This design comes from an exercise in tuning for small area on the open sky130 flow, not from production work. Where RTL was checked, it was by simulation tests only, not by an equivalence proof against the original. The RTL of run 4 was laid out without a check of its function. Power figures rest on the tool's default switching activity, not on a simulated workload.

==> flow/design.v <==
package hspd_pkg;
    localparam int FRAME_W     = 40;
    localparam int COUNT_W     = 6;
    localparam int CFG_INDEX_W = 2;
    localparam int HUM_W       = 12;
    localparam int TC_W        = 13;
    localparam int TF_W        = 14;
    localparam logic [CFG_INDEX_W-1:0] CFG_BIT_THRESHOLD = 2'd0;
    localparam logic [CFG_INDEX_W-1:0] CFG_TIMEOUT_LIMIT = 2'd1;
    localparam logic [CFG_INDEX_W-1:0] CFG_MAX_EDGES     = 2'd2;
    localparam logic [7:0] BIT_THRESHOLD_RST = 8'd16;
    localparam logic [7:0] TIMEOUT_LIMIT_RST = 8'd255;
    localparam logic [7:0] MAX_EDGES_RST     = 8'd200;
    localparam logic [7:0] EDGE_BIAS         = 8'd3;
    localparam logic [7:0] EDGE_CNT_START    = 8'd253;    
    localparam logic [7:0] EDGE_CNT_LAST_BIT = 8'd79;     
    localparam logic REQ_SAMPLE = 1'b0;
    localparam logic REQ_START  = 1'b1;
    function automatic logic [15:0] radd(input logic [15:0] a, input logic [15:0] b, input logic cin);
        logic c;
        logic [15:0] r;
        c = cin;
        for (int i = 0; i < 16; i++)
        begin
            r[i] = a[i] ^ b[i] ^ c;
            c    = (a[i] & b[i]) | (c & (a[i] ^ b[i]));
        end
        radd = r;
    endfunction
    function automatic logic rgt(input logic [15:0] a, input logic [15:0] b);
        logic c;
        c = 1'b0;
        for (int i = 0; i < 16; i++)
            c = (a[i] & !b[i]) | (c & !(a[i] ^ b[i]));
        rgt = c;
    endfunction
endpackage
module hspd_result (
    input  logic [39:0]        frame,
    input  logic               full,
    input  logic [7:0]         mdiv,
    input  logic [2:0]         mrem,
    output logic               checksum_ok,
    output logic               frame_valid,
    output logic [11:0]        hum,
    output logic signed [12:0] tc,
    output logic signed [13:0] tf
);
    logic [7:0]  d0, d1, d2, d3, d4;
    logic [7:0]  sum;
    logic [15:0] h;
    logic [14:0] raw;
    logic        h_big;
    logic        t_big;
    logic        neg;
    logic [11:0] hum_alt;
    logic [11:0] m;
    logic [10:0] x;
    logic [1:0]  x_lo;
    logic [12:0] q;
    assign {d0, d1, d2, d3, d4} = frame;
    function automatic logic [12:0] radd12(input logic [11:0] a, input logic [11:0] b);
        logic c;
        logic [12:0] r;
        c = 1'b0;
        for (int i = 0; i < 12; i++)
        begin
            r[i] = a[i] ^ b[i] ^ c;
            c    = (a[i] & b[i]) | (c & (a[i] ^ b[i]));
        end
        r[12] = c;
        radd12 = r;
    endfunction
    always_comb
    begin
        sum         = 8'(radd12({4'd0, 8'(radd12({4'd0, d0}, {4'd0, d1}))}, {4'd0, 8'(radd12({4'd0, d2}, {4'd0, d3}))}));
        checksum_ok = (d4 == sum);
        frame_valid = checksum_ok && full;
        h       = {d0, d1};
        h_big   = hspd_pkg::rgt(h, 16'd1000);
        hum_alt = {11'(radd12({4'd0, d0}, {2'd0, d0, 2'b00})), 1'b0};     
        raw     = {d2[6:0], d3};
        t_big   = hspd_pkg::rgt({1'b0, raw}, 16'd1250);
        neg     = d2[7];
        case (mrem)
            3'd0:    x_lo = 2'd0;
            3'd1:    x_lo = 2'd1;
            3'd2:    x_lo = 2'd2;
            3'd3:    x_lo = 2'd2;
            default: x_lo = 2'd3;
        endcase
        if (t_big)
        begin
            m = {11'(radd12({4'd0, d2}, {2'd0, d2, 2'b00})), 1'b0};   
            x = {d2, 3'b000};                                 
        end
        else
        begin
            m = raw[11:0];
            x = {1'b0, mdiv, x_lo};                           
        end
        q = radd12(m, {1'b0, x});
        if (h_big)
            hum = hum_alt;
        else
            hum = h[11:0];
        tc = $signed(13'(hspd_pkg::radd({4'd0, m} ^ {16{neg}}, 16'd0, neg)));
        tf = $signed(14'(hspd_pkg::radd({3'd0, q} ^ {16{neg}}, 16'd320, neg)));
        if (!frame_valid)
        begin
            hum = '0;
            tc  = '0;
            tf  = '0;
        end
    end
endmodule
module humidity_sensor_pulse_decoder_core (
    input  logic                                clk,
    input  logic                                rst_n,
    input  logic                                item_valid,
    output logic                                item_ready,
    input  logic                                item_req_type,
    input  logic                                item_pin_level,
    input  logic                                cfg_valid,
    output logic                                cfg_ready,
    input  logic [hspd_pkg::CFG_INDEX_W-1:0]    cfg_index,
    input  logic [7:0]                          cfg_data,
    output logic                                result_valid,
    input  logic                                result_ready,
    output logic [hspd_pkg::FRAME_W-1:0]        result_raw_frame,
    output logic [hspd_pkg::COUNT_W-1:0]        result_bits_received,
    output logic                                result_checksum_ok,
    output logic                                result_frame_valid,
    output logic                                result_timed_out,
    output logic [hspd_pkg::HUM_W-1:0]          result_humidity_tenths,
    output logic signed [hspd_pkg::TC_W-1:0]    result_temp_c_tenths,
    output logic signed [hspd_pkg::TF_W-1:0]    result_temp_f_tenths
);
    logic [7:0] bit_threshold_reg;
    logic [7:0] timeout_limit_reg;
    logic [7:0] max_edges_m3_reg;      
    logic        busy_reg;
    logic        pending_reg;
    logic        last_level_reg;
    logic [7:0]  run_length_reg;
    logic [7:0]  edge_cnt_reg;         
    logic        full_reg;             
    logic        timed_out_reg;
    logic [39:0] frame_reg;
    logic [7:0]  mdiv_reg;             
    logic [2:0]  mrem_reg;             
    logic       take;
    logic       start;
    logic       smp;
    logic       level_diff;
    logic       edge_ev;
    logic       run_ev;
    logic [7:0] run_inc;
    logic [7:0] edge_inc;
    logic       tmo_end;
    logic       edge_end;
    logic       end_ev;
    logic       new_bit;
    logic       shift_en;
    logic       div_en;
    logic [3:0] div_t;
    assign cfg_ready = 1'b1;
    always_ff @(posedge clk or negedge rst_n)
    begin
        if (!rst_n)
        begin
            bit_threshold_reg <= hspd_pkg::BIT_THRESHOLD_RST;
            timeout_limit_reg <= hspd_pkg::TIMEOUT_LIMIT_RST;
            max_edges_m3_reg  <= hspd_pkg::MAX_EDGES_RST - hspd_pkg::EDGE_BIAS;
        end
        else if (cfg_valid)
        begin
            case (cfg_index)
                hspd_pkg::CFG_BIT_THRESHOLD: bit_threshold_reg <= cfg_data;
                hspd_pkg::CFG_TIMEOUT_LIMIT: timeout_limit_reg <= cfg_data;
                hspd_pkg::CFG_MAX_EDGES:     max_edges_m3_reg  <= 8'(hspd_pkg::radd({8'd0, cfg_data}, 16'hFFFD, 1'b0));
                default:                     ;
            endcase
        end
    end
    assign item_ready = !pending_reg || result_ready;
    assign take       = item_valid && item_ready;
    assign start      = take && (item_req_type == hspd_pkg::REQ_START);
    assign smp        = take && (item_req_type == hspd_pkg::REQ_SAMPLE);
    assign level_diff = item_pin_level != last_level_reg;
    assign edge_ev    = smp && level_diff;
    assign run_ev     = smp && !level_diff;
    assign run_inc  = 8'(hspd_pkg::radd({8'd0, run_length_reg}, 16'd0, 1'b1));
    assign edge_inc = 8'(hspd_pkg::radd({8'd0, edge_cnt_reg}, 16'd0, 1'b1));
    assign tmo_end  = busy_reg && run_ev && (run_inc == timeout_limit_reg);
    assign edge_end = busy_reg && edge_ev && (edge_inc == max_edges_m3_reg);
    assign end_ev   = tmo_end || edge_end;
    assign new_bit  = hspd_pkg::rgt({8'd0, run_length_reg}, {8'd0, bit_threshold_reg});
    assign shift_en = edge_ev && !full_reg && edge_cnt_reg[0] && !edge_cnt_reg[7];
    always_ff @(posedge clk or negedge rst_n)
    begin
        if (!rst_n)
        begin
            busy_reg    <= 1'b0;
            pending_reg <= 1'b0;
        end
        else
        begin
            if (start)
                busy_reg <= 1'b1;
            else if (end_ev)
                busy_reg <= 1'b0;
            if (end_ev)
                pending_reg <= 1'b1;
            else if (result_ready)
                pending_reg <= 1'b0;
        end
    end
    always_ff @(posedge clk)
    begin
        if (take)
        begin
            last_level_reg <= item_req_type || item_pin_level;
            run_length_reg <= run_ev ? run_inc : 8'd0;
            timed_out_reg  <= !level_diff;
        end
        if (start)
        begin
            edge_cnt_reg <= hspd_pkg::EDGE_CNT_START;
            full_reg     <= 1'b0;
        end
        else if (edge_ev)
        begin
            edge_cnt_reg <= edge_inc;
            if (edge_cnt_reg == hspd_pkg::EDGE_CNT_LAST_BIT)
                full_reg <= 1'b1;
        end
    end
    always_ff @(posedge clk)
    begin
        for (int k = 0; k < 5; k++)
        begin
            if (start)
                frame_reg[39-8*k -: 8] <= '0;
            else if (shift_en && edge_cnt_reg[6:4] == 3'(k))
                frame_reg[39-8*k -: 8] <= {frame_reg[38-8*k -: 7], new_bit};
        end
    end
    assign div_en = shift_en && (edge_cnt_reg[6:5] == 2'b01) && (edge_cnt_reg[4:1] != 4'd0);
    assign div_t  = {mrem_reg, new_bit};
    always_ff @(posedge clk)
    begin
        if (start)
            mrem_reg <= '0;
        else if (div_en)
            mrem_reg <= (div_t >= 4'd5) ? 3'(div_t - 4'd5) : div_t[2:0];
        if (div_en)
            mdiv_reg <= {mdiv_reg[6:0], div_t >= 4'd5};
    end
    assign result_valid         = pending_reg;
    assign result_raw_frame     = frame_reg;
    assign result_timed_out     = timed_out_reg;
    assign result_bits_received = full_reg ? 6'd40 : (edge_cnt_reg[7] ? 6'd0 : edge_cnt_reg[6:1]);
    hspd_result u_result (
        .frame       (frame_reg),
        .full        (full_reg),
        .mdiv        (mdiv_reg),
        .mrem        (mrem_reg),
        .checksum_ok (result_checksum_ok),
        .frame_valid (result_frame_valid),
        .hum         (result_humidity_tenths),
        .tc          (result_temp_c_tenths),
        .tf          (result_temp_f_tenths)
    );
endmodule
==> flow/flow/run.sh <==
#!/bin/bash
# Standard layout (the standard.sh), with every port buffered by a buf_1 cell.
set -o pipefail
export BUFFER_PORTS_ARGS="-buffer_cell sky130_fd_sc_hd__buf_1"
bash standard.sh > standard.log 2>&1
==> flow/standard.sh <==
#!/bin/bash
# synth_recipe.tcl (not shown) runs the flow's synth.tcl, then flattens the netlist and writes it again
# the make line also repeats each setting of config.mk as NAME=value (left out here)
make -C /OpenROAD-flow-scripts/flow DESIGN_CONFIG=/design/flow/config.mk WORK_HOME=/design/flow/orfs CLKGATE_MAP_FILE= SYNTH_SCRIPT=/design/flow/synth_recipe.tcl "${@:-finish}"
==> flow/config.mk <==
export PLATFORM = sky130hd
export DESIGN_NAME = humidity_sensor_pulse_decoder_core
export DESIGN_NICKNAME = humidity_sensor_pulse_decoder_core
export VERILOG_FILES = /design/flow/design.v
export SDC_FILE = /design/flow/constraint.sdc
export NUM_CORES = 4
export LEC_CHECK = 0
export ABC_AREA = 1
export CAP_MARGIN = 0
export CORE_MARGIN = 2
export CORE_UTILIZATION = 70
export CTS_BUF_LIST = sky130_fd_sc_hd__clkbuf_8
export SLEW_MARGIN = 0
==> flow/constraint.sdc <==
create_clock -name core_clock -period 9.0 [get_ports {clk}]
set_input_delay 1.8000 -clock core_clock [delete_from_list [all_inputs] [get_ports {clk}]]
set_output_delay 1.8000 -clock core_clock [all_outputs]
set_load 0.01 [all_outputs]
==> impl_metrics.toml, run 1 <==
[sta]
post-route-period-util_pct = 94.12
tightest_slew_ns = 1.068
relSlewSlack_pct = 28.54
fin_crit_ns = 8.471
finalSetupTns_ns = 0
setup-violations-final = 0
rsz0062_at_grt = "false"
hold_violations = 0
worst_slack_ns = 0.5291
fmax_mhz = 118.1
clock_skew_ns = 0.01425
finalMaxSlewViolations = 0

[global_route]
grt_pass1_wl_um = 24120
grtUsageTotal_pct = 29.78
grt_pass1_vias = 5218
grt_start_max_net_pins = 42
globalRouteOverflowTotal = 0
antenna_found_initial = 0

[clock_network]
clk-insertion-delay-late_ns = 0.36
cts_made_buffers = 9
ctsResizeCount = 0
cts_setup_buffers = 0
clock_sinks = 96
clkTransAtPathRegs_ns = 0.09
clockBufferDepth = 2
cts_tree = "done"
cts_max_level = 3
cts-hold-fix-buffers = 0
ctsRootBufferMaster = "clkbuf_8"

[power]
p_leak_nw = 3.320
p_per_area_nw_per_um2 = 133.5
max-vdd-ir-drop_v = 0.0001295

[die]
initial_utilization_pct = 71.97
row_count = 35
io_pins = 108
fp.dieW_um = 101.2
core_area_um2 = 9196
die_h_um = 101.2
dieArea_um2 = 10250

[routing]
wirelength_um = 14470
remaining_drc_errors = 0
drt-vias-per-instance = 5.455
wl_per_cell_um = 14.61
drtIter0Drc = 280
first_pass_iters = 5
via_count = 5406
ant_nets = 0

[synthesis]
syn_area_um2 = 6619
synth_edf_count = 18
syn_inst = 779
synth_warnings = 2
ys.flop_type = "dfxtp_1"
synth.top_cell.area_share_pct = 15.73
synth_nets = 895
yosysTopAreaCell = "dfxtp_1"
ys_ff_latch = 96
ys_types = 39
seq_area_frac_synth_pct = 33.97
ys_async_sr_fraction_pct = 27.08
synthTopCellsByArea = "dfxtp_1 (16%), ha_1 (12%), fa_1 (11%), inv_1 (9.1%), edfxtp_1 (8.2%)"
avgSynthCellArea_um2 = 8.497

[critical_path]
r2r_cells = 22
criticalPathCategory = "flip-flop to output port"
crit_fanout = 8
cp.depth = 26
required_ns = 7.20
critical_path.max_stage_delay_ns = 0.46
cp-endpoint = "result_temp_f_tenths[12]"
reg2reg_setup_slack_ns = 6.10
path_common_cell = "fa_1"
cp-end-kind = "output port"
crit_start = "frame_reg[9]"
cp_num_buf_inv = 3
path_delay_family = "adder cells"
crit_path_top_delay_cell = "fa_1"
cp-start-kind = "flip-flop"
regToRegStartpoint = "run_length_reg[1]"
arrival_ns = 6.67
r2r-end = "mrem_reg[1]"

[worst_hold_path]
min_path_cells = 0
hold_path_class = "flip-flop to flip-flop"

[place]
hpwl_um = 11400
place_congestion = 0.9701
post-place-ws_ns = 0.8342
numPortBuffers = 106

[finish]
largest_reg_flops = 40
fin_util_pct = 79.13
syn2layout_area_growth_pct = 9.943
diodes = 0
drive_above_1_share_pct = 4.659
final_nets = 991

[job]
maxCapViolations = 0

[run_status]
status = "finished clean"
-- worst min path at each step --
stage / from / end
2_1_floorplan: mdiv_reg[1] / mdiv_reg[2]
3_3_place_gp: mdiv_reg[0] / mdiv_reg[1]
3_5_place_dp: mdiv_reg[0] / mdiv_reg[1]
4_1_cts: mdiv_reg[6] / mdiv_reg[7]
6_report: mdiv_reg[6] / mdiv_reg[7]
5_1_grt: mdiv_reg[0] / mdiv_reg[1]
-- layer usage --
layer	routed length (um)	vias to the layer above	GRT usage, %
met3	620	22	3.589
met4	314	0	9.771
met2	7045	180	50.94
met1	6494	2539	39.75
met5	0	-	0
li1	-	2665	-
-- stage by stage --
stage / hold WS, ns / power (mW) / cells / area (um2)
2_1_floorplan: 0.4208 / 0.6222 / 779 / 6619
3_3_place_gp: 0.4370 / 0.6573 / 975 / 7059
3_5_place_dp: 0.4371 / 0.6690 / 975 / 7059
4_1_cts: 0.4817 / 0.9773 / 991 / 7277
5_1_grt: 0.4846 / 1.022 / 991 / 7277
6_report: 0.4778 / 0.9718 / 991 / 7277
-- Yosys cell counts (3+ instances only) --
| library cell | instances |
|---|---|
| a211oi_1 | 6 |
| fa_1 | 38 |
| dfrtp_1 | 13 |
| dfxtp_1 | 52 |
| buf_2 | 5 |
| a21oi_1 | 60 |
| nand4_1 | 4 |
| xor2_1 | 34 |
| inv_1 | 160 |
| buf_4 | 4 |
| nand2_1 | 79 |
| ha_1 | 61 |
| dfstp_2 | 13 |
| nor3_1 | 4 |
| edfxtp_1 | 18 |
| o21ai_0 | 93 |
| or2_2 | 3 |
| clkbuf_1 | 13 |
| xnor2_1 | 23 |
| nor2_1 | 57 |
| nand3_1 | 19 |
| nor4_1 | 3 |
-- layout by cell type (no fill, tap or decap), types with 2 or more instances in the layout --
cell | Yosys | layout
inv_1 | 160 | 160
buf_1 | 1 | 106
o21ai_0 | 93 | 93
nand2_1 | 79 | 79
ha_1 | 61 | 61
a21oi_1 | 60 | 60
nor2_1 | 57 | 57
dfxtp_1 | 52 | 52
fa_1 | 38 | 38
xor2_1 | 34 | 34
xnor2_1 | 23 | 23
nand3_1 | 19 | 19
edfxtp_1 | 18 | 18
dfrtp_1 | 13 | 13
dfstp_2 | 13 | 13
clkbuf_8 | 0 | 9
a211oi_1 | 6 | 6
nand4_1 | 4 | 4
nor3_1 | 4 | 4
nor4_1 | 3 | 3
or2_2 | 3 | 3
buf_4 | 4 | 3
bufinv_16 | 0 | 2
-- power breakdown --
group / internal, mW / leakage [nW] / switching [mW] / total [mW]
Clock: 0.157 / 0.107 / 0.154 / 0.311
Combinational: 0.0664 / 2.32 / 0.0973 / 0.164
Sequential: 0.474 / 0.890 / 0.0236 / 0.498
Total: 0.697 / 3.32 / 0.275 / 0.972
-- cell type report --
type,instances,area (um2)
Inverter,161,606.8
Clock buffer,9,123.9
Clock inverter,7,93.84
Timing Repair Buffer,109,420.4
Sequential cell,96,2248
Tap cell,111,138.9
Multi-Input combinational cell,498,3645
Fill cell,676,1919
-- cell families after synthesis --
logic type      share of synthesized area, %
flops                                  33.97
mux                                   0.1701
buf+inv                                10.96
compound gates                         12.91
simple gates                           11.36
other cells                          0.05666
xor+xnor                               7.543
fa+ha+maj                              23.02
==> inputs of run 2 (changes only) <==
--- a/flow/config.mk
+++ b/flow/config.mk
@@ -6,5 +6,4 @@
 export NUM_CORES = 4
 export LEC_CHECK = 0
-export ABC_AREA = 1
 export CAP_MARGIN = 0
 export CORE_MARGIN = 2
==> run 2 against run 1 <==
- register-to-register slack gained 0.13 ns
- clock skew up 0.0020 ns
- worst setup slack got worse by 0.21 ns
- flip-flop and latch count did not move
- final cell count decreased by 8.8%
- largest power group unchanged
- hold slack gained 0.0094 ns
- design area rose by 2.6%
- first-iteration DRC count decreased by 8.9%
- via count fell by 7.2%
==> impl_metrics.toml, run 2 <==
[run_status]
status = "finished clean"

[critical_path]
arrival_ns = 6.88
cp-end-kind = "output port"
cp-start-kind = "flip-flop"
regToRegStartpoint = "last_level_reg"
reg2reg_setup_slack_ns = 6.23
r2r_cells = 5
required_ns = 7.20
criticalPathCategory = "flip-flop to output port"
r2r-end = "frame_reg[5]"
crit_fanout = 7

[synthesis]
synth_warnings = 2
ys_types = 55
syn_inst = 670
yosysTopAreaCell = "dfxtp_1"
ys_top_cells_by_count = "inv_1 (73), nor2_1 (67), ha_1 (61), dfxtp_1 (52), mux2i_1 (52)"
synth.top_cell.area_share_pct = 15.51
synth_nets = 786
ys_async_sr_fraction_pct = 27.08
ys_ff_latch = 96
yosysMostFrequentCell = "inv_1"
ys.flop_type = "dfxtp_1"
synth_edf_count = 18
syn_area_um2 = 6713
avgSynthCellArea_um2 = 10.02
synthTopCellsByArea = "dfxtp_1 (16%), ha_1 (11%), fa_1 (11%), edfxtp_1 (8.1%), mux2i_1 (7.8%)"
seq_area_frac_synth_pct = 33.49

[clock_network]
cts_max_level = 3
cts_made_buffers = 9
clock_sinks = 96
clockBufferDepth = 2
clk-insertion-delay-late_ns = 0.38
cts_tree = "done"
ctsRootBufferMaster = "clkbuf_8"
clkTransAtPathRegs_ns = 0.10

[worst_hold_path]
min_path_cells = 0
hold_path_class = "flip-flop to flip-flop"
holdPathEnd = "mdiv_reg[6]"
min-delay-start = "mdiv_reg[5]"

[finish]
diodes = 0
final_nets = 886
largest_reg_flops = 40
layout.cells.non_filler = 904
layout_common_cells = "buf_1 (105), inv_1 (73), nor2_1 (67)"
seq_area_um2 = 2255
syn2layout_area_growth_pct = 11.18
fillCellCount = 644
drive_above_1_share_pct = 8.774
multi_input_area_um2 = 4065
final_common_cell = "buf_1"

[job]
maxCapViolations = 0

[routing]
wl_met1_um = 6476
drtIter0Drc = 255
met2_length_um = 7395
wl_per_cell_um = 16.53
wirelength_um = 14950
dr.max_layer_used = "met4"
via_count = 5016
wl_met3_um = 719
drt-vias-per-instance = 5.549
ant_nets = 0
first_pass_iters = 4
remaining_drc_errors = 0

[place]
dp.cells = 882
hpwl_um = 11510
numPortBuffers = 106
place_congestion = 0.9774

[sta]
finalSetupTns_ns = 0
finalMaxSlewViolations = 0
fin_crit_ns = 8.681
tightest_slew_ns = 0.9445
hold_violations = 0
post-route-period-util_pct = 96.46
fmax_mhz = 115.2
relSlewSlack_pct = 37.03
clock_skew_ns = 0.01625
setup-violations-final = 0

[global_route]
grt_pass1_wl_um = 23680
globalRouteOverflowTotal = 0
grtUsageTotal_pct = 29.54
antenna_found_initial = 0
grt_pass1_vias = 4760
grt_start_max_net_pins = 46

[power]
p_leak_nw = 3.450
max-vdd-ir-drop_v = 0.0001064
p_per_area_nw_per_um2 = 124.7

[die]
die_h_um = 101.9
dieArea_um2 = 10390
io_pins = 108
initial_utilization_pct = 72.30
core_area_um2 = 9284
row_count = 35
fp.dieW_um = 101.9
[run 2: cell count changes after synthesis, moves of 7 or more]
cell and change:
nand2_1 -46, a21oi_1 -47, xor2_1 -8, and3_1 +8, xnor2_1 +13, nand3_1 -11
o21ai_0 -72, and2_1 +31, a21o_1 +7, mux2i_1 +52, mux2_2 +8, inv_1 -87
nor2_1 +10
[run 2: critical path, cell delays in order (launching register included)]
cell	delay, ns
dfxtp_2	0.37
or4_4	0.56
a21oi_1	0.15
buf_4	0.16
nand2_1	0.08
inv_1	0.08
ha_1	0.17
fa_1	0.22
fa_1	0.21
fa_1	0.18
inv_1	0.06
fa_1	0.41
fa_1	0.43
fa_1	0.44
fa_1	0.47
fa_2	0.41
fa_2	0.40
fa_1	0.43
inv_1	0.08
ha_1	0.24
xor2_1	0.15
ha_2	0.25
xor2_1	0.17
xnor2_1	0.12
nor2_1	0.13
clkbuf_2	0.15
[run 2: how the worst max path moves through the flow]
stage / start / endpoint / slack (ns) / depth (start not counted)
detailed placement: frame_reg[9] / result_temp_f_tenths[12] / 0.47 / 26
floorplan: frame_reg[9] / result_temp_f_tenths[12] / 0.83 / 25
CTS: frame_reg[9] / result_temp_f_tenths[12] / 0.04 / 26
global route: frame_reg[9] / result_temp_f_tenths[12] / -0.02 / 26
finish: frame_reg[19] / result_temp_f_tenths[12] / 0.32 / 25
global placement: frame_reg[9] / result_temp_f_tenths[12] / 0.65 / 26
[run 2: metrics by stage]
step	setup slack, ns	hold slack, ns	util [%]	cell area [um2]	power [mW]
6_report	0.3188	0.4872	80.39	7463	0.9304
5_1_grt	-0.01697	0.4854	80.39	7463	0.9720
4_1_cts	0.04222	0.4806	79.65	7395	0.9356
3_5_place_dp	0.4703	0.4475	77.29	7176	0.6308
3_3_place_gp	0.6538	0.4501	77.29	7176	0.6233
2_1_floorplan	0.8327	0.4174	-	6713	0.5943
[run 2: final cells by class]
cell class,instances,area share (%)
Sequential cell,96,30.21
Clock buffer,9,1.660
Inverter,73,3.671
Tap cell,129,2.163
Clock inverter,7,1.274
Multi-Input combinational cell,472,54.47
Timing Repair Buffer,118,6.555
[run 2: kinds of logic after synthesis]
kind of cell	count (synthesis)	synth area share, %
muxes	62	9.599
other	1	0.05586
buffers and inverters	102	6.207
adders and majority gates	99	22.70
AOI/OAI and AO/OA	60	5.517
xor gates and xnor gates	62	8.089
DFF	96	33.49
and+or+nand+nor	188	14.33
[run 2: report_power, final]
group | switching (mW) | leakage, nW | total [mW] | internal [mW]
clock | 0.171 | 0.111 | 0.309 | 0.138
sequential | 0.0222 | 0.893 | 0.496 | 0.474
combinational | 0.0695 | 2.45 | 0.126 | 0.0567
total | 0.262 | 3.45 | 0.930 | 0.668
[run 2: routing by layer]
metal	GRT usage, %	vias to the layer above
met5	0	-
met4	9.231	0
met3	5.609	26
met2	49.95	136
met1	38.84	2431
li1	-	2423
[run 2: repair_timing]
action	CTS	global route
buffers inserted	0	6
resized for setup	0	11
hold buffers	0	0
setup endpoints to repair	0	3
==> inputs of run 3 (changes only) <==
--- a/flow/config.mk
+++ b/flow/config.mk
@@ -6,7 +6,10 @@
 export NUM_CORES = 4
 export LEC_CHECK = 0
+export ABC_AREA = 1
 export CAP_MARGIN = 0
 export CORE_MARGIN = 2
-export CORE_UTILIZATION = 70
+export CORE_UTILIZATION = 76
 export CTS_BUF_LIST = sky130_fd_sc_hd__clkbuf_8
+export CTS_CLUSTER_DIAMETER = 60
+export CTS_CLUSTER_SIZE = 30
 export SLEW_MARGIN = 0
==> run 3 against run 2 <==
- first-iteration DRC count up 42%
- highest routed layer unchanged
- total power grew 3.7%
- die area decreased by 8.8%
- via count is 9.1% higher
- clock power decreased by 2%
- combinational power grew 32%
- routed wire length rose by 0.65%
- register-to-register slack lost 0.09 ns
- design area is 2.6% lower
- critical path type unchanged
- critical endpoint unchanged
==> impl_metrics.toml, run 3 <==
[synthesis]
synth_edf_count = 18
syn_area_um2 = 6619
avgSynthCellArea_um2 = 8.497
synth_warnings = 2
ys_ff_latch = 96
ys_async_sr_fraction_pct = 27.08
yosysTopAreaCell = "dfxtp_1"
ys.flop_type = "dfxtp_1"
ys_top_cells_by_count = "inv_1 (160), o21ai_0 (93), nand2_1 (79), ha_1 (61), a21oi_1 (60)"
synth_compound_area_share_pct = 12.91
synthMuxAreaShare_pct = 0.1701
synthTopCellsByArea = "dfxtp_1 (16%), ha_1 (12%), fa_1 (11%), inv_1 (9.1%), edfxtp_1 (8.2%)"
synth_nets = 895
synth_top_family_by_area = "adder cells"
ys_types = 39
yosysMostFrequentCell = "inv_1"
syn_inst = 779
synth.top_cell.area_share_pct = 15.73
seq_area_frac_synth_pct = 33.97
synth-xor-area-share_pct = 7.543
yosys.area_share.simple_pct = 11.36
synthAdderAreaFrac_pct = 23.02

[critical_path]
crit_fanout = 8
cp-start-kind = "flip-flop"
arrival_ns = 6.76
required_ns = 7.20
criticalPathCategory = "flip-flop to output port"
crit_start = "frame_reg[9]"
regToRegStartpoint = "run_length_reg[0]"
reg2reg_setup_slack_ns = 6.14
cp-end-kind = "output port"

[sta]
fmax_mhz = 116.8
post-route-period-util_pct = 95.11
hold_violations = 0
worst_slack_ns = 0.4404
rsz0062_at_grt = "false"
fin_crit_ns = 8.560
tightest_slew_ns = 1.148
finalMaxSlewViolations = 0
clock_skew_ns = 0.01707
relSlewSlack_pct = 23.38
setup-violations-final = 0
finalSetupTns_ns = 0

[die]
die_h_um = 97.32
fp.dieW_um = 97.32
row_count = 34
core_area_um2 = 8593
initial_utilization_pct = 77.02
io_pins = 108
dieArea_um2 = 9471

[power]
p_per_area_nw_per_um2 = 132.8
intPower_mw = 0.6794
comb_power_share_pct = 17.2
p_seq_share_pct = 51.5
switchingPower_mw = 0.2857
p_clk_share_pct = 31.3
switching_share_pct = 29.60
max-vdd-ir-drop_v = 0.0001210
p_leak_nw = 3.329

[finish]
final_common_cell = "inv_1"
final_nets = 991
diodes = 0
drive_above_1_share_pct = 4.886
fillCellCount = 518
largest_reg_flops = 40
syn2layout_area_growth_pct = 9.792
fin_util_pct = 84.57
layout_common_cells = "inv_1 (161), buf_1 (106), o21ai_0 (93)"

[global_route]
globalRouteOverflowTotal = 0
grt_start_max_net_pins = 42
grt_pass1_vias = 5326
antenna_found_initial = 0
grtUsageTotal_pct = 32.70
grt_pass1_wl_um = 24980

[place]
post-place-ws_ns = 0.7308
hpwl_um = 11630
numPortBuffers = 106
place_congestion = 0.9552

[clock_network]
ctsRootBufferMaster = "clkbuf_8"
cts_max_level = 3
clockBufferDepth = 2
cts_setup_buffers = 0
cts_tree = "done"
clkTransAtPathRegs_ns = 0.10
clock_sinks = 96
cts_made_buffers = 9
clk-insertion-delay-late_ns = 0.38

[worst_hold_path]
min-delay-start = "mdiv_reg[0]"
hold_path_class = "flip-flop to flip-flop"

[run_status]
status = "finished clean"

[routing]
ant_nets = 0
drt-vias-per-instance = 5.536
wl_per_cell_um = 15.23
via_count = 5470
remaining_drc_errors = 0
drtIter0Drc = 363
first_pass_iters = 5
wirelength_um = 15040

[job]
maxCapViolations = 0
run 3: changes by cell type in the layout (fill, tap and decap cells not counted), sizes merged, moves of 9 or more:
cell / change
mux2i: -53
o21ai: +71
and2: -31
nor2: -9
inv: +88
xnor2: -13
a21oi: +47
nand3: +12
nand2: +46
run 3: cell type report:
class,count,area (um2),share of cell area (%)
inverter,161,606.8,8.351
timing repair buffer,109,420.4,5.785
tap,108,135.1,1.860
sequential,96,2248,30.94
clock inverter,6,66.31,0.9125
clock buffer,10,137.6,1.894
multi-input combinational,498,3652,50.26
run 3: routing by layer:
metal | up-vias | part of all wire, % | global-route usage [%]
met5 | - | 0 | 0
met2 | 192 | 50 | 56.68
met4 | 0 | 2.9 | 13.46
li1 | 2668 | - | -
met1 | 2577 | 41 | 41.39
met3 | 33 | 5.7 | 4.748
run 3: cell families after synthesis:
family,Yosys count
other,1
AOI/OAI and AO/OA,164
DFF,96
adders and majority gates,99
xor gates and xnor gates,57
muxes,1
and+or+nand+nor,176
buffers and inverters,185
run 3: stage by stage:
stage                     cells  instance area, um2  hold WS [ns]  total power, mW
after floorplan             779                6619        0.4208           0.6222
after global placement      972                7056        0.4361           0.6572
after detailed placement    972                7056        0.4428           0.6703
after CTS                   988                7259        0.4780           0.9649
after global routing        988                7267        0.4820            1.009
final                       988                7267        0.4714           0.9651
run 3: power by group through the flow:
stage	logic (mW)	registers (mW)	clock network (mW)
2_1_floorplan	0.122	0.500	0
3_3_place_gp	0.153	0.504	0
3_5_place_dp	0.164	0.506	0
4_1_cts	0.167	0.497	0.302
5_1_grt	0.190	0.501	0.318
6_report	0.166	0.497	0.302
run 3: worst paths after layout:
kind | end | cells after the start
setup / recovery | result_temp_f_tenths[12] | 26
hold / removal | mdiv_reg[1] | 0
setup reg to reg | busy_reg | 12
hold reg to reg | mdiv_reg[1] | 0
max in group asynchronous | max_edges_m3_reg[7] | 2
min in group asynchronous | bit_threshold_reg[1] | 2
run 3: what timing repair did:
action	4_1_cts	5_1_grt
endpoints found under the setup margin	0	2
gates resized for setup	0	2
hold buffers	0	0
run 3: critical path, stage by stage (launching register included):
cell and delay (ns):
dfxtp_1 0.39, a21oi_1 0.20, nand3_1 0.09, nand4_1 0.08, nand3_1 0.07, nand2_1 0.10, nand3_2 0.17, nor2_2 0.18
ha_1 0.20, fa_1 0.21, fa_1 0.21, fa_1 0.19, inv_1 0.06, fa_1 0.42, fa_1 0.43, fa_1 0.44
fa_1 0.47, fa_1 0.47, fa_1 0.47, fa_1 0.44, inv_1 0.07, ha_1 0.24, xor2_1 0.15, ha_1 0.23
xor2_1 0.16, nor2_1 0.10, buf_1 0.15
==> inputs of run 4 (changes only) <==
--- a/flow/design.v
+++ b/flow/design.v
@@ -58,5 +58,4 @@
     logic [10:0] x;
     logic [1:0]  x_lo;
-    logic [12:0] q;
     assign {d0, d1, d2, d3, d4} = frame;
     function automatic logic [12:0] radd12(input logic [11:0] a, input logic [11:0] b);
@@ -93,12 +92,11 @@
         begin
             m = {11'(radd12({4'd0, d2}, {2'd0, d2, 2'b00})), 1'b0};   
-            x = {d2, 3'b000};                                 
+            x = {d2, 3'b000};                                        
         end
         else
         begin
             m = raw[11:0];
-            x = {1'b0, mdiv, x_lo};                           
-        end
-        q = radd12(m, {1'b0, x});
+            x = {1'b0, mdiv, x_lo};                                  
+        end
         if (h_big)
             hum = hum_alt;
@@ -106,5 +104,5 @@
             hum = h[11:0];
         tc = $signed(13'(hspd_pkg::radd({4'd0, m} ^ {16{neg}}, 16'd0, neg)));
-        tf = $signed(14'(hspd_pkg::radd({3'd0, q} ^ {16{neg}}, 16'd320, neg)));
+        tf = $signed(14'(hspd_pkg::radd(hspd_pkg::radd({{3{tc[12]}}, tc}, {5'd0, x} ^ {16{neg}}, neg), 16'd320, 1'b0)));
         if (!frame_valid)
         begin
--- a/flow/config.mk
+++ b/flow/config.mk
@@ -9,7 +9,5 @@
 export CAP_MARGIN = 0
 export CORE_MARGIN = 2
-export CORE_UTILIZATION = 76
+export CORE_UTILIZATION = 70
 export CTS_BUF_LIST = sky130_fd_sc_hd__clkbuf_8
-export CTS_CLUSTER_DIAMETER = 60
-export CTS_CLUSTER_SIZE = 30
 export SLEW_MARGIN = 0
==> run 4 against run 3 <==
- flip-flop and latch count unchanged
- total power down 4.9%
- clock skew down 0.00082 ns
- clock power down 11%
- final cell count up 0.30%
- via count down 2.4%
- first-iteration DRC count down 54%
- core utilization down 5.3 points
- sequential power about the same
- register-to-register slack better by 0.11 ns
- count of clock-buffer cells in the layout down 1
- largest cell class unchanged
- highest routed layer unchanged
==> impl_metrics.toml, run 4 <==
[run_status]
status = "finished clean"

[synthesis]
yosys.area_share.simple_pct = 13.30
synth_top_family_by_area = "adder cells"
yosysTopAreaCell = "dfxtp_1"
ys_top_cells_by_count = "inv_1 (154), nand2_1 (79), o21ai_0 (74), nor2_1 (69), ha_1 (54)"
ys.flop_type = "dfxtp_1"
synth_nets = 889
yosysMostFrequentCell = "inv_1"
synthTopCellsByArea = "dfxtp_1 (16%), fa_1 (12%), ha_1 (10%), inv_1 (8.7%), edfxtp_1 (8.2%)"
ys_types = 42
syn_inst = 779
synth-xor-area-share_pct = 7.499
synth_edf_count = 18
synth.top_cell.area_share_pct = 15.72
syn_area_um2 = 6624
avgSynthCellArea_um2 = 8.503
synth_warnings = 2
seq_area_frac_synth_pct = 33.94
ys_async_sr_fraction_pct = 27.08
synthAdderAreaFrac_pct = 21.99
ys_ff_latch = 96
synthMuxAreaShare_pct = 0.1700
synth_compound_area_share_pct = 12.03

[critical_path]
cp_num_buf_inv = 5
required_ns = 7.20
critical_path.max_stage_delay_ns = 0.45
r2r-end = "mrem_reg[0]"
cp-start-kind = "flip-flop"
r2r_cells = 24
reg2reg_setup_slack_ns = 6.25
arrival_ns = 6.87
regToRegStartpoint = "run_length_reg[1]"
criticalPathCategory = "flip-flop to output port"
path_common_cell = "fa_1"
crit_path_top_delay_cell = "fa_1"
cp-end-kind = "output port"
path_delay_family = "adder cells"
crit_fanout = 11

[finish]
final_common_cell = "inv_1"
fin_util_pct = 79.22
final_nets = 985
largest_reg_flops = 40
layout.cells.non_filler = 991
design_area_um2 = 7286
drive_above_1_share_pct = 6.932
diodes = 0
syn2layout_area_growth_pct = 9.992
layout_common_cells = "inv_1 (154), buf_1 (105), nand2_1 (78)"

[clock_network]
cts_setup_buffers = 0
cts_made_buffers = 9
cts-hold-fix-buffers = 0
clkTransAtPathRegs_ns = 0.10
ctsRootBufferMaster = "clkbuf_8"
clockBufferDepth = 2
clock_sinks = 96
cts_tree = "done"
cts_max_level = 3
ctsResizeCount = 0
clk-insertion-delay-late_ns = 0.35

[global_route]
grt_pass1_vias = 5168
grtUsageTotal_pct = 29.52
antenna_found_initial = 0
globalRouteOverflowTotal = 0
grt_start_max_net_pins = 41
grt_pass1_wl_um = 23790

[sta]
clock_skew_ns = 0.01625
worst_slack_ns = 0.3289
fin_crit_ns = 8.671
setup-violations-final = 0
finalMaxSlewViolations = 0
rsz0062_at_grt = "false"
fmax_mhz = 115.3
tightest_slew_ns = 1.025
relSlewSlack_pct = 31.57
hold_violations = 0
holdWs_ns = 0.4777
finalSetupTns_ns = 0
post-route-period-util_pct = 96.35

[place]
place_congestion = 0.9379
postPlaceCellArea_um2 = 7062
dp.cells = 975
numPortBuffers = 106
post-place-ws_ns = 0.4883
hpwl_um = 11460

[die]
io_pins = 108
fp.dieW_um = 101.3
initial_utilization_pct = 72.03
dieArea_um2 = 10260
die_h_um = 101.3
row_count = 35
core_area_um2 = 9196

[worst_hold_path]
min_path_cells = 2
holdPathEnd = "mrem_reg[2]"
hold_path_class = "flip-flop to flip-flop"
min-delay-start = "mrem_reg[2]"

[routing]
first_pass_iters = 5
drt-vias-per-instance = 5.384
via_count = 5336
drtIter0Drc = 168
wirelength_um = 14510
remaining_drc_errors = 0
wl_met1_um = 6216
wl_per_cell_um = 14.64
dr.max_layer_used = "met4"
ant_nets = 0
met2_length_um = 7349
wl_met3_um = 728

[job]
maxCapViolations = 0

[power]
p_per_area_nw_per_um2 = 126.0
max-vdd-ir-drop_v = 0.0001079
p_leak_nw = 3.363
power_mw = 0.9181
[run 4: cell count changes in the layout (fill, tap and decap cells not counted), sizes merged, moves of 4 or more]
cell and delta:
nor2 +13, a21oi -12, o21ai -11, a211oi +8
ha -7, nand2 +5, xnor2 -5, inv -4
nor3 +4
[run 4: final cells by class]
class	count	area [um2]
Clock buffer	9	123.9
Clock inverter	7	62.56
Fill cell	676	1911
Inverter	158	593.1
Multi-Input combinational cell	499	3680
Sequential cell	96	2251
Tap cell	111	138.9
Timing Repair Buffer	111	436.7
[run 4: cell families (layout without fill, tap and decap cells)]
logic type                 count (synthesis)  in the layout
buffers and inverters                    184            285
xor gates and xnor gates                  55             55
other                                      1              1
DFF                                       96             96
AOI/OAI and AO/OA                        149            149
and+or+nand+nor                          200            200
adders and majority gates                 93             93
muxes                                      1              1
[run 4: layer usage]
metal	vias up	GRT usage [%]
li1	2659	-
met1	2496	37.21
met2	163	52.62
met3	18	5.107
met4	0	8.004
met5	-	0
[run 4: worst max path at each step]
stage / slack [ns] / startpoint / endpoint / cells past startpoint
floorplan: 0.88 / frame_reg[20] / result_temp_f_tenths[13] / 27
global placement: 0.64 / frame_reg[20] / result_temp_f_tenths[13] / 26
detailed placement: 0.49 / frame_reg[20] / result_temp_f_tenths[13] / 26
CTS: 0.07 / frame_reg[20] / result_temp_f_tenths[13] / 26
global route: 0.01 / frame_reg[22] / result_temp_f_tenths[13] / 27
finish: 0.33 / frame_reg[22] / result_temp_f_tenths[13] / 26
[run 4: worst min-delay path: stages (launching register included)]
cell     delay [ns]
dfxtp_1        0.32
nand2_1        0.06
a21oi_1        0.05
[run 4: power breakdown]
| group | switching (mW) | internal (mW) | leakage, nW | total (mW) |
|---|---|---|---|---|
| Sequential | 0.0230 | 0.474 | 0.894 | 0.497 |
| Combinational | 0.0913 | 0.0600 | 2.38 | 0.151 |
| Clock | 0.163 | 0.107 | 0.0932 | 0.270 |
==> inputs of run 5 (changes only) <==
--- a/flow/design.v
+++ b/flow/design.v
@@ -58,4 +58,5 @@
     logic [10:0] x;
     logic [1:0]  x_lo;
+    logic [12:0] q;
     assign {d0, d1, d2, d3, d4} = frame;
     function automatic logic [12:0] radd12(input logic [11:0] a, input logic [11:0] b);
@@ -92,20 +93,17 @@
         begin
             m = {11'(radd12({4'd0, d2}, {2'd0, d2, 2'b00})), 1'b0};   
-            x = {d2, 3'b000};                                        
+            x = {d2, 3'b000};                                 
         end
         else
         begin
             m = raw[11:0];
-            x = {1'b0, mdiv, x_lo};                                  
-        end
-        if (h_big)
-            hum = hum_alt;
-        else
-            hum = h[11:0];
+            x = {1'b0, mdiv, x_lo};                           
+        end
+        q = radd12(m, {1'b0, x});
+        hum = ({12{frame_valid & h_big}} & hum_alt) | ({12{frame_valid & !h_big}} & h[11:0]);
         tc = $signed(13'(hspd_pkg::radd({4'd0, m} ^ {16{neg}}, 16'd0, neg)));
-        tf = $signed(14'(hspd_pkg::radd(hspd_pkg::radd({{3{tc[12]}}, tc}, {5'd0, x} ^ {16{neg}}, neg), 16'd320, 1'b0)));
+        tf = $signed(14'(hspd_pkg::radd({3'd0, q} ^ {16{neg}}, 16'd320, neg)));
         if (!frame_valid)
         begin
-            hum = '0;
             tc  = '0;
             tf  = '0;
@@ -235,13 +233,20 @@
         end
     end
+    logic [4:0] byte_load;
+    logic [4:0] byte_hold;
+    logic [39:0] frame_in;
+    always_comb
+    begin
+        for (int k = 0; k < 5; k++)
+        begin
+            byte_load[k] = shift_en && (edge_cnt_reg[6:4] == 3'(k));
+            byte_hold[k] = !byte_load[k] && !start;
+            frame_in[39-8*k -: 8] = {frame_reg[38-8*k -: 7], new_bit};
+        end
+    end
     always_ff @(posedge clk)
     begin
-        for (int k = 0; k < 5; k++)
-        begin
-            if (start)
-                frame_reg[39-8*k -: 8] <= '0;
-            else if (shift_en && edge_cnt_reg[6:4] == 3'(k))
-                frame_reg[39-8*k -: 8] <= {frame_reg[38-8*k -: 7], new_bit};
-        end
+        for (int i = 0; i < 40; i++)
+            frame_reg[i] <= (byte_load[4 - i/8] & frame_in[i]) | (byte_hold[4 - i/8] & frame_reg[i]);
     end
     assign div_en = shift_en && (edge_cnt_reg[6:5] == 2'b01) && (edge_cnt_reg[4:1] != 4'd0);
==> run 5 against run 4 <==
- synthesized cell count shrank 7.1%
- synthesized area shrank 2.4%
- worst setup slack gained 0.15 ns
- sequential power is essentially flat
- non-clock buffer count shrank 2
- final cell count shrank 4.6%
- flip-flop and latch count is the same
- combinational power shrank 15%
- via count shrank 0.66%
- critical endpoint unchanged
- highest routed layer unchanged
==> impl_metrics.toml, run 5 <==
[routing]
wirelength_um = 14230
wl_per_cell_um = 15.06
ant_nets = 0
drt-vias-per-instance = 5.610
via_count = 5301
remaining_drc_errors = 0
first_pass_iters = 5
drtIter0Drc = 286

[global_route]
grtUsageTotal_pct = 29.13
grt_pass1_vias = 5003
grt_pass1_wl_um = 22940
grt_start_max_net_pins = 27
globalRouteOverflowTotal = 0
antenna_found_initial = 0

[finish]
final_nets = 945
fin_util_pct = 78.17
syn2layout_area_growth_pct = 10.18
diodes = 0
layout.cells.non_filler = 945
drive_above_1_share_pct = 6.115
layout_common_cells = "inv_1 (149), buf_1 (106), nand2_1 (73)"
largest_reg_flops = 40
final_common_cell = "inv_1"

[sta]
fin_crit_ns = 8.517
post-route-period-util_pct = 94.64
finalMaxSlewViolations = 0
hold_violations = 0
clock_skew_ns = 0.01034
holdWs_ns = 0.4702
rsz0062_at_grt = "false"
setup-violations-final = 0
relSlewSlack_pct = 44.58
finalSetupTns_ns = 0
tightest_slew_ns = 0.8313
fmax_mhz = 117.4

[synthesis]
synthTopCellsByArea = "dfxtp_1 (16%), ha_1 (12%), fa_1 (12%), inv_1 (8.7%), edfxtp_1 (8.4%)"
avgSynthCellArea_um2 = 8.926
synth.top_cell.area_share_pct = 16.11
synth_warnings = 2
yosys.area_share.simple_pct = 13.07
yosysMostFrequentCell = "inv_1"
ys_top_cells_by_count = "inv_1 (149), nand2_1 (73), ha_1 (61), o21ai_0 (53)"
synth_compound_area_share_pct = 10.38
ys_ff_latch = 96
ys_async_sr_fraction_pct = 27.08
ys.flop_type = "dfxtp_1"
synth_edf_count = 18
synthAdderAreaFrac_pct = 23.58
synth_top_family_by_area = "adder cells"
synth-xor-area-share_pct = 7.590
seq_area_frac_synth_pct = 34.79
yosysTopAreaCell = "dfxtp_1"
synth_nets = 840
ys_types = 41
syn_area_um2 = 6462
synthMuxAreaShare_pct = 0.3291
syn_inst = 724

[die]
initial_utilization_pct = 70.95
dieArea_um2 = 10020
fp.dieW_um = 100.1
io_pins = 108
core_area_um2 = 9109
row_count = 35
die_h_um = 100.1

[run_status]
status = "finished clean"

[critical_path]
critical_path.max_stage_delay_ns = 0.46
required_ns = 7.20
path_common_cell = "fa_1"
cp-start-kind = "flip-flop"
regToRegStartpoint = "run_length_reg[1]"
criticalPathCategory = "flip-flop to output port"
crit_path_top_delay_cell = "fa_1"
r2r-end = "mrem_reg[0]"
crit_fanout = 15
cp-end-kind = "output port"
path_delay_family = "adder cells"
cp_num_buf_inv = 4
arrival_ns = 6.72
r2r_cells = 22
reg2reg_setup_slack_ns = 6.05

[worst_hold_path]
min_path_cells = 0
holdPathEnd = "mdiv_reg[7]"
hold_path_class = "flip-flop to flip-flop"
min-delay-start = "mdiv_reg[6]"

[place]
hpwl_um = 11380
place_congestion = 0.9640
dp.cells = 929
numPortBuffers = 106

[clock_network]
cts_setup_buffers = 0
ctsResizeCount = 0
clockBufferDepth = 2
cts_max_level = 3
cts_made_buffers = 9
cts_tree = "done"
clk-insertion-delay-late_ns = 0.36
cts-hold-fix-buffers = 0
clkTransAtPathRegs_ns = 0.09
ctsRootBufferMaster = "clkbuf_8"
clock_sinks = 96

[job]
maxCapViolations = 0

[power]
p_per_area_nw_per_um2 = 126.3
max-vdd-ir-drop_v = 0.00009789
p_leak_nw = 3.215
-- run 5: worst max-delay path by stage --
| stage | cells past startpoint | slack [ns] | start | to |
|---|---|---|---|---|
| 2_1_floorplan | 28 | 1.35 | frame_reg[9] | result_temp_f_tenths[12] |
| 3_3_place_gp | 27 | 1.11 | frame_reg[9] | result_temp_f_tenths[12] |
| 3_5_place_dp | 28 | 0.87 | frame_reg[9] | result_temp_f_tenths[13] |
| 4_1_cts | 28 | 0.44 | frame_reg[9] | result_temp_f_tenths[13] |
| 5_1_grt | 27 | 0.06 | frame_reg[9] | result_temp_f_tenths[13] |
| 6_report | 27 | 0.48 | frame_reg[9] | result_temp_f_tenths[13] |
-- run 5: cells by family after synthesis --
kind of cell	count (synthesis)
adder cells (fa/ha/maj)	99
AO/OA/AOI/OAI	121
multiplexers	2
buffers and inverters	167
flip-flops	96
XOR/XNOR	56
other	1
AND/OR/NAND/NOR	182
-- run 5: layout make-up --
class | count | area (um2)
multi-input combinational | 461 | 3555
sequential | 96 | 2248
fill | 658 | 1988
inverter | 152 | 573.1
timing repair buffer | 109 | 420.4
tap | 111 | 138.9
clock buffer | 9 | 123.9
clock inverter | 7 | 61.31
-- run 5: where the power goes --
group	switching, mW	internal (mW)
clock	0.151	0.126
sequential	0.0210	0.473
combinational	0.0772	0.0510
total	0.250	0.650
-- run 5: per-layer routing --
| layer | global-route usage, % | vias to the layer above | routed length [um] |
|---|---|---|---|
| met3 | 4.178 | 21 | 838 |
| met5 | 0 | - | 0 |
| met4 | 8.114 | 0 | 214 |
| met1 | 37.49 | 2549 | 5741 |
| met2 | 51.72 | 187 | 7436 |
| li1 | - | 2544 | - |
-- run 5: through the flow --
| stage | instance area [um2] | setup slack, ns | total power, mW |
|---|---|---|---|
| detailed placement | 6935 | 0.8749 | 0.6301 |
| finish | 7121 | 0.4826 | 0.8993 |
| global placement | 6935 | 1.110 | 0.6219 |
| floorplan | 6462 | 1.348 | 0.5910 |
| global route | 7121 | 0.05684 | 0.9394 |
| CTS | 7121 | 0.4411 | 0.9024 |
==> inputs of run 6 (changes only) <==
==> flow/flow/run.sh (replaced) <==
#!/bin/bash
# The standard layout (standard.sh) with two changes:
#  - every input and output port is buffered by a buf_1 cell;
#  - clock tree synthesis inserts no dummy loads.
set -o pipefail
export BUFFER_PORTS_ARGS="-buffer_cell sky130_fd_sc_hd__buf_1"
export CTS_ARGS="-sink_clustering_enable -repair_clock_nets -buf_list sky130_fd_sc_hd__clkbuf_8 -dont_use_dummy_load -sink_clustering_size 35 -sink_clustering_max_diameter 150"
bash standard.sh > standard.log 2>&1
==> run 6 against run 5 <==
- critical path depth unchanged
- still clean on timing, DRC and antenna
- clock skew grew 0.0040 ns
- synthesized area is the same
==> impl_metrics.toml, run 6 <==
[run_status]
status = "finished clean"

[place]
hpwl_um = 11380
numPortBuffers = 106
place_congestion = 0.9640

[critical_path]
crit_path_top_delay_cell = "fa_1"
cp-start-kind = "flip-flop"
arrival_ns = 6.72
reg2reg_setup_slack_ns = 6.05
cp-end-kind = "output port"
cp_num_buf_inv = 4
critical_path.max_stage_delay_ns = 0.46
path_common_cell = "fa_1"
criticalPathCategory = "flip-flop to output port"
required_ns = 7.20
path_delay_family = "adder cells"
crit_fanout = 15

[sta]
rsz0062_at_grt = "false"
finalSetupTns_ns = 0
clock_skew_ns = 0.01432
finalMaxSlewViolations = 0
relSlewSlack_pct = 44.99
setup-violations-final = 0
hold_violations = 0
fin_crit_ns = 8.525
post-route-period-util_pct = 94.72
fmax_mhz = 117.3
tightest_slew_ns = 0.8252

[synthesis]
avgSynthCellArea_um2 = 8.926
ys_top_cells_by_count = "inv_1 (149), nand2_1 (73), ha_1 (61), o21ai_0 (53)"
ys_ff_latch = 96
yosysTopAreaCell = "dfxtp_1"
synth_nets = 840
ys.flop_type = "dfxtp_1"
synth_warnings = 2
syn_inst = 724
synth.top_cell.area_share_pct = 16.11
ys_types = 41
seq_area_frac_synth_pct = 34.79
synth_edf_count = 18
syn_area_um2 = 6462
synthTopCellsByArea = "dfxtp_1 (16%), ha_1 (12%), fa_1 (12%), inv_1 (8.7%), edfxtp_1 (8.4%)"
ys_async_sr_fraction_pct = 27.08
yosysMostFrequentCell = "inv_1"

[clock_network]
clock_sinks = 96
ctsRootBufferMaster = "clkbuf_8"
ctsResizeCount = 0
clockBufferDepth = 2
cts-hold-fix-buffers = 0
cts_max_level = 3
cts_tree = "done"
cts_made_buffers = 9
cts_setup_buffers = 0
clkTransAtPathRegs_ns = 0.08
clk-insertion-delay-late_ns = 0.35

[routing]
remaining_drc_errors = 0
wirelength_um = 14160
via_count = 5222
drt-vias-per-instance = 5.567
ant_nets = 0
drtIter0Drc = 224
wl_per_cell_um = 15.09
first_pass_iters = 5

[global_route]
grt_pass1_vias = 4951
grt_start_max_net_pins = 27
globalRouteOverflowTotal = 0
antenna_found_initial = 0
grt_pass1_wl_um = 22740
grtUsageTotal_pct = 28.76

[power]
p_per_area_nw_per_um2 = 119.8
power_mw = 0.8454
p_seq_share_pct = 58.4
p_clk_share_pct = 26.5
max-vdd-ir-drop_v = 0.00009517
comb_power_share_pct = 15.2
switchingPower_mw = 0.2317
p_leak_nw = 3.185
switching_share_pct = 27.41
intPower_mw = 0.6137

[finish]
diodes = 0
largest_reg_flops = 40
seq_area_um2 = 2248
layout_common_cells = "inv_1 (149), buf_1 (106), nand2_1 (73)"
final_nets = 945
multi_input_area_um2 = 3555
final_common_cell = "inv_1"
syn2layout_area_growth_pct = 9.235
drive_above_1_share_pct = 5.562
fillCellCount = 674

[die]
fp.dieW_um = 100.1
row_count = 35
die_h_um = 100.1
initial_utilization_pct = 70.95
dieArea_um2 = 10020
core_area_um2 = 9109
io_pins = 108

[worst_hold_path]
hold_path_class = "flip-flop to flip-flop"

[job]
maxCapViolations = 0
run 6: cell counts after synthesis:
No cell type changed its count.
run 6: worst paths after layout:
| kind | start | to | cells past startpoint |
|---|---|---|---|
| worst min register to register | mdiv_reg[6] | mdiv_reg[7] | 0 |
| worst min-delay path | mdiv_reg[6] | mdiv_reg[7] | 0 |
| min in group asynchronous | rst_n | bit_threshold_reg[1] | 2 |
| worst max register to register | run_length_reg[1] | mrem_reg[0] | 22 |
| worst max-delay path | frame_reg[9] | result_temp_f_tenths[13] | 27 |
| max in group asynchronous | rst_n | max_edges_m3_reg[7] | 2 |
run 6: worst register-to-register path: stages, from the launching register on:
cell and delay [ns]:
edfxtp_1 0.40, ha_1 0.29, nand3_1 0.09, nand2_1 0.06
nand2_1 0.06, nand2_1 0.05, nand2_1 0.05, nand2_1 0.04
nand2_1 0.06, nand2_1 0.05, nand2_1 0.05, nand2_1 0.05
nand2_1 0.05, nand2_1 0.06, a21oi_1 0.64, inv_1 0.11
ha_1 0.21, nor2_1 0.09, a22oi_1 0.14, nand3_1 0.13
nand2_1 0.05, nor2_1 0.10, nor2_1 0.04
run 6: layout make-up:
type | count | share of cell area [%]
clock buffer | 9 | 1.755
multi-input combinational | 461 | 50.35
sequential | 96 | 31.85
tap | 111 | 1.967
inverter | 152 | 8.118
timing repair buffer | 109 | 5.955
run 6: routing by layer:
| metal | part of all wire [%] | track usage [%] | wire length (um) |
|---|---|---|---|
| met5 | 0 | 0 | 0 |
| met4 | 1.6 | 8.219 | 221 |
| met3 | 5.3 | 4.318 | 747 |
| met2 | 52 | 50.47 | 7348 |
| met1 | 41 | 37.35 | 5836 |
run 6: cell families after synthesis:
group / share of synthesized area (%)
simple gates: 13.07
buf+inv: 10.20
compound gates: 10.38
fa+ha+maj: 23.58
flops: 34.79
xor+xnor: 7.590
mux: 0.3291
other cells: 0.05803
run 6: power groups by stage:
stage	registers (mW)	clock network (mW)	logic [mW]
3_5_place_dp	0.503	0	0.127
3_3_place_gp	0.501	0	0.120
6_report	0.494	0.224	0.128
5_1_grt	0.497	0.241	0.147
2_1_floorplan	0.496	0	0.0946
4_1_cts	0.494	0.225	0.129
run 6: through the flow:
| stage | instances | hold slack (ns) | area, um2 | setup slack [ns] | util, % |
|---|---|---|---|---|---|
| 2_1_floorplan | 724 | 0.4208 | 6462 | 1.348 | - |
| 3_3_place_gp | 929 | 0.4436 | 6935 | 1.110 | 76.14 |
| 3_5_place_dp | 929 | 0.4461 | 6935 | 0.8749 | 76.14 |
| 4_1_cts | 938 | 0.4663 | 7059 | 0.4594 | 77.50 |
| 5_1_grt | 938 | 0.4730 | 7059 | 0.07195 | 77.50 |
| 6_report | 938 | 0.4656 | 7059 | 0.4753 | 77.50 |
==> inputs of run 7 (changes only) <==
==> flow/flow/run.sh (replaced) <==
#!/bin/bash
# The standard layout (standard.sh) with two changes:
#  - every input and output port is buffered by a buf_1 cell;
#  - clock tree synthesis inserts no dummy loads.
set -o pipefail
export BUFFER_PORTS_ARGS="-buffer_cell sky130_fd_sc_hd__buf_1"
export CTS_ARGS="-sink_clustering_enable -repair_clock_nets -buf_list sky130_fd_sc_hd__clkbuf_8 -dont_use_dummy_load"
bash standard.sh > standard.log 2>&1
==> run 7 against run 6 <==
- global-route usage unchanged
- via count unchanged
- design area unchanged
- clock skew unchanged
==> impl_metrics.toml, run 7 <==
[finish]
final_common_cell = "inv_1"
syn2layout_area_growth_pct = 9.235
fillCellCount = 674
drive_above_1_share_pct = 5.562
final_nets = 945
layout_common_cells = "inv_1 (149), buf_1 (106), nand2_1 (73)"
diodes = 0
largest_reg_flops = 40
design_area_um2 = 7059

[critical_path]
criticalPathCategory = "flip-flop to output port"
required_ns = 7.20
crit_fanout = 15
cp-start-kind = "flip-flop"
cp-end-kind = "output port"
arrival_ns = 6.72
regToRegStartpoint = "run_length_reg[1]"
crit_start = "frame_reg[9]"

[synthesis]
syn_area_um2 = 6462
ys_types = 41
seq_area_frac_synth_pct = 34.79
synth_warnings = 2
ys_async_sr_fraction_pct = 27.08
ys_ff_latch = 96
synth_edf_count = 18
yosysMostFrequentCell = "inv_1"
syn_inst = 724
ys.flop_type = "dfxtp_1"
synth_nets = 840
avgSynthCellArea_um2 = 8.926
yosysTopAreaCell = "dfxtp_1"
ys_top_cells_by_count = "inv_1 (149), nand2_1 (73), ha_1 (61), o21ai_0 (53)"
synth.top_cell.area_share_pct = 16.11
synthTopCellsByArea = "dfxtp_1 (16%), ha_1 (12%), fa_1 (12%), inv_1 (8.7%), edfxtp_1 (8.4%)"

[clock_network]
clkTransAtPathRegs_ns = 0.08
cts_setup_buffers = 0
clock_sinks = 96
ctsRootBufferMaster = "clkbuf_8"
ctsResizeCount = 0
cts_tree = "done"
clockBufferDepth = 2
cts-hold-fix-buffers = 0
clk-insertion-delay-late_ns = 0.35
cts_max_level = 3
cts_made_buffers = 9

[die]
core_area_um2 = 9109
initial_utilization_pct = 70.95
io_pins = 108
dieArea_um2 = 10020
die_h_um = 100.1
row_count = 35
fp.dieW_um = 100.1

[sta]
fin_crit_ns = 8.525
relSlewSlack_pct = 44.99
fmax_mhz = 117.3
clock_skew_ns = 0.01432
post-route-period-util_pct = 94.72
finalSetupTns_ns = 0
rsz0062_at_grt = "false"
tightest_slew_ns = 0.8252
finalMaxSlewViolations = 0
setup-violations-final = 0
hold_violations = 0

[power]
max-vdd-ir-drop_v = 0.00009517
power_mw = 0.8454
p_leak_nw = 3.185
p_per_area_nw_per_um2 = 119.8

[global_route]
grt_pass1_wl_um = 22740
antenna_found_initial = 0
globalRouteOverflowTotal = 0
grtUsageTotal_pct = 28.76
grt_start_max_net_pins = 27
grt_pass1_vias = 4951

[routing]
drt-vias-per-instance = 5.567
remaining_drc_errors = 0
wirelength_um = 14160
ant_nets = 0
wl_per_cell_um = 15.09
via_count = 5222
first_pass_iters = 5
drtIter0Drc = 224

[run_status]
status = "finished clean"

[worst_hold_path]
min-delay-start = "mdiv_reg[6]"
hold_path_class = "flip-flop to flip-flop"

[place]
numPortBuffers = 106
hpwl_um = 11380
postPlaceCellArea_um2 = 6935
place_congestion = 0.9640

[job]
maxCapViolations = 0
## run 7: path summary, 6_finish.rpt
check / to / slack, ns / depth (start not counted)
worst max register to register: mrem_reg[0] / 6.05 / 22
worst min-delay path: mdiv_reg[7] / 0.47 / 0
worst max-delay path: result_temp_f_tenths[13] / 0.48 / 27
max in group asynchronous: max_edges_m3_reg[7] / 7.28 / 2
min in group asynchronous: bit_threshold_reg[1] / 1.41 / 2
worst min register to register: mdiv_reg[7] / 0.47 / 0
## run 7: power breakdown
| group | internal (mW) | total [mW] | leakage (nW) | switching (mW) |
|---|---|---|---|---|
| combinational | 0.0510 | 0.128 | 2.23 | 0.0771 |
| clock | 0.0901 | 0.224 | 0.0647 | 0.134 |
| sequential | 0.473 | 0.494 | 0.891 | 0.0212 |
| total | 0.614 | 0.845 | 3.18 | 0.232 |
## run 7: kinds of logic after synthesis
group / synth area share [%]
simple gates: 13.07
buf+inv: 10.20
compound gates: 10.38
fa+ha+maj: 23.58
flops: 34.79
xor+xnor: 7.590
mux: 0.3291
other cells: 0.05803
## run 7: final cells by class
cell class | count | area, um2 | share of cell area [%]
well taps | 111 | 138.9 | 1.967
flip-flops and latches | 96 | 2248 | 31.85
repair buffers | 109 | 420.4 | 5.955
multi-input cells | 461 | 3555 | 50.35
clock buffers | 9 | 123.9 | 1.755
inverters | 152 | 573.1 | 8.118
## run 7: metrics by stage
stage,hold slack (ns),setup slack (ns),std cells,util [%]
floorplan,0.4208,1.348,724,-
global placement,0.4436,1.110,929,76.14
detailed placement,0.4461,0.8749,929,76.14
CTS,0.4663,0.4594,938,77.50
global route,0.4730,0.07195,938,77.50
finish,0.4656,0.4753,938,77.50
## run 7: per-layer routing
| layer | share of wire [%] | up-vias | track usage (%) |
|---|---|---|---|
| met3 | 5.3 | 23 | 4.318 |
| li1 | - | 2537 | - |
| met4 | 1.6 | 0 | 8.219 |
| met1 | 41 | 2502 | 37.35 |
| met2 | 52 | 160 | 50.47 |
| met5 | 0 | - | 0 |
## run 7: critical path, cell delays in order, from the launching register on
cell	delay [ns]
dfxtp_1	0.37
a21oi_1	0.17
nand3_1	0.08
nand4_1	0.09
nand3_1	0.08
nand2_1	0.09
nand3_1	0.37
buf_4	0.34
nor2_1	0.12
ha_1	0.17
fa_1	0.17
fa_1	0.18
fa_1	0.17
inv_1	0.05
fa_1	0.37
fa_1	0.40
fa_1	0.40
fa_1	0.39
fa_1	0.38
fa_1	0.39
fa_1	0.46
xnor2_1	0.15
ha_1	0.21
ha_1	0.23
inv_1	0.10
nor2_1	0.06
a211oi_2	0.22
buf_1	0.17

-- port drivers added, routing unchanged --
How much do the figures lean on ideal ports? The routed layouts below were timed once more, with nothing changed but the port constraints. Step 1 sets driving cells, clkbuf_16 on the clock port and buf_2 on the other inputs (assumed; they add their load-dependent delay and slew). Step 2, shift: input delay + t, output delay - t, t = (earliest + latest rising clock arrival at the registers) / 2. This alone moves slack from input paths to output paths. a / b / c = ideal ports / drivers / drivers and shift; a / b = the first two.
run	t, ns	setup WS [ns]	hold WS [ns]	worst slew at a driven data input, ns	pins driven straight from the clock port
run 1	0.386	0.529 / 0.495 / 0.881	0.478 / 0.478 / 0.478	0.03	1
run 2	0.406	0.319 / 0.283 / 0.689	0.487 / 0.487 / 0.487	0.04	1
run 3	0.405	0.440 / 0.404 / 0.809	0.471 / 0.471 / 0.471	0.03	1
run 4	0.379	0.329 / 0.296 / 0.675	0.478 / 0.478 / 0.478	0.03	1
run 5	0.388	0.483 / 0.447 / 0.835	0.470 / 0.470 / 0.470	0.03	1
run 6	0.376	0.475 / 0.440 / 0.815	0.466 / 0.466 / 0.466	0.03	1
run 7	0.376	0.475 / 0.440 / 0.815	0.466 / 0.466 / 0.466	0.03	1
After both steps every run listed still meets setup and hold.
